From an optimization exercise on the open Yosys and OpenROAD flow, aimed at small area, a short achievable clock period and few clock cycles per item; shortcuts taken in it are not production practice. RTL that was checked went through simulation tests only; none was proved equivalent to the original. Power and IR drop assume default switching activity.

## pvt_derating_factor_interpolator
module pvt_derating_factor_interpolator (
  input  logic                                clk,
  input  logic                                rst_n,
  input  logic                                in_valid,
  output logic                                in_ready,
  input  logic [pdfi_pkg::VOLT_W-1:0]         in_voltage_mv,
  input  logic signed [pdfi_pkg::TEMP_W-1:0]  in_temperature_decideg,
  input  logic [pdfi_pkg::CORNER_W-1:0]       in_process_corner,
  output logic                                out_valid,
  input  logic                                out_ready,
  output logic [pdfi_pkg::FACTOR_W-1:0]       out_voltage_factor,
  output logic [pdfi_pkg::FACTOR_W-1:0]       out_temperature_factor,
  output logic [pdfi_pkg::FACTOR_W-1:0]       out_process_factor,
  output logic                                out_voltage_ok,
  output logic                                out_temperature_ok,
  output logic                                out_process_ok
);
Size: roughly 120 flip-flops, ~100 I/O pins, about 0.012 mm^2 of cells after synthesis.
clock: 7.0 ns
lec_check: 0
abc_area: 1
cap_margin: 20
core_margin: 2
core_utilization: 40
setup_slack_margin: 3.6
slew_margin: 20
run.sh (not shown) runs the stock make flow with config.mk's settings and CLKGATE_MAP_FILE= SYNTH_SCRIPT=/design/flow/synth_recipe.tcl, a recipe that flattens the netlist after the stock synthesis.
Edit:
--- a/flow/config.mk
+++ b/flow/config.mk
@@ -12 +12 @@
-export SETUP_SLACK_MARGIN = 3.6
+export SETUP_SLACK_MARGIN = 3.2
Result: Power went down by a little under a tenth; cell count went down by a few percent; critical path depth stays the same; worst setup slack got worse by 0.0078 ns; routed wire length went down by a few percent; design area went down by a little under a tenth.
Function was not checked in any run of this note: the RTL went through the layout flow alone.

========
pvt_derating_factor_interpolator, a different RTL version from the one above (not shown whole).
For scale: roughly 1400 cells after synthesis, ~100 I/O pins.
export LEC_CHECK = 0
export ABC_AREA = 1
export CAP_MARGIN = 20
export CORE_MARGIN = 2
export CORE_UTILIZATION = 40
export CTS_CLUSTER_SIZE = 40
export SETUP_SLACK_MARGIN = 3.4
export SLEW_MARGIN = 20
create_clock -name core_clock -period 7.0 [get_ports {clk}]
standard.sh (not shown) runs the stock make flow with config.mk's settings and CLKGATE_MAP_FILE= SYNTH_SCRIPT=/design/flow/synth_recipe.tcl, a recipe that flattens the netlist after the stock synthesis.
==> flow/flow/run.sh <==
#!/bin/bash
# The standard layout (the standard.sh, unchanged synthesis and steps),
# with the port buffers that ORFS's buffer_ports inserts made of the plain
# buf_1 cell instead of the delay buffer it picks by default. Every port
# still gets its own buffer. make's full output goes to standard.log here;
# each ORFS step keeps its own log under orfs/logs.
set -euo pipefail
export BUFFER_PORTS_ARGS="-buffer_cell sky130_fd_sc_hd__buf_1"
bash standard.sh > standard.log 2>&1
Testbench counts at the start, summed over its fixed seeds: cycles 16,016, items 16,000.
Rerun with:
--- a/flow/config.mk
+++ b/flow/config.mk
@@ -10,5 +10,4 @@
 export CORE_MARGIN = 2
 export CORE_UTILIZATION = 40
-export CTS_CLUSTER_SIZE = 40
 export SETUP_SLACK_MARGIN = 3.4
 export SLEW_MARGIN = 20
Fmax is unchanged. Utilization does not change. Register-to-register slack stays flat. Routed wire length stays the same. Total power is unchanged. Clock-buffer cell count stays the same. Hold slack does not change. Area after synthesis does not change. Non-clock buffer count does not change. Setup slack stays the same. Global-route usage does not change.
Rerun with:
--- a/flow/config.mk
+++ b/flow/config.mk
@@ -9,5 +9,5 @@
 export CAP_MARGIN = 20
 export CORE_MARGIN = 2
-export CORE_UTILIZATION = 40
+export CORE_UTILIZATION = 45
 export SETUP_SLACK_MARGIN = 3.4
 export SLEW_MARGIN = 20
Combinational power goes down by a few percent.
Final area goes down slightly.
Count of clock-buffer cells in the layout goes up by 1.
Total power goes up slightly.
Die area goes down by roughly a tenth.
Worst setup slack degrades by 0.032 ns.
Clock power goes up by about a fifth.
Cell count goes down by a few percent.
Utilization goes up by 4.8 points.
Sequential power hardly moves.
Wire length goes down by a few percent.
Rerun with:
--- a/flow/config.mk
+++ b/flow/config.mk
@@ -9,5 +9,5 @@
 export CAP_MARGIN = 20
 export CORE_MARGIN = 2
-export CORE_UTILIZATION = 45
-export SETUP_SLACK_MARGIN = 3.4
+export CORE_UTILIZATION = 40
+export SETUP_SLACK_MARGIN = 3.5
 export SLEW_MARGIN = 20
Clock power shrinks by about 20%.
Hold slack loses 0.0044 ns.
Clock skew shrinks by 0.0045 ns.
Sequential power hardly moves.
Cell count grows by 5.0%.
Count of clock-buffer cells in the layout shrinks by 1.
Power grows by 0.47%.

port drivers added, routing unchanged:
Ports are ideal in the flow. The routed layouts listed here were re-timed in OpenROAD.
Step 1 sets driving cells, clkbuf_16 on the clock port and buf_2 on the other inputs (assumed; they add their load-dependent delay and slew).
Step 2, shift: input delay + t, output delay - t, t = (earliest + latest rising clock arrival at the registers) / 2. This alone moves slack from input paths to output paths.
Three values: no drivers, after step 1, after step 2; two values: the first two.
| run | t (ns) | setup WS [ns] | cell pins on the clock port's net |
|---|---|---|---|
| the first run of note 1 | 0.479 | 3.059 / 3.007 / 3.429 | 1 |
| the second run of note 1 | 0.469 | 3.051 / 3.007 / 3.026 | 1 |
| the first run of note 2 | 0.468 | 3.439 / 3.393 / 3.470 | 1 |
| the second run of note 2 | 0.468 | 3.439 / 3.393 / 3.470 | 1 |
| the third run of note 2 | 0.477 | 3.407 / 3.357 / 3.451 | 1 |
| the fourth run of note 2 | 0.468 | 3.450 / 3.404 / 3.529 | 1 |
After both steps setup and hold are still met in every run listed. For the second run of note 1, which loses most, drivers alone change the setup slack by -0.044 ns; drivers and shift together by -0.025 ns.
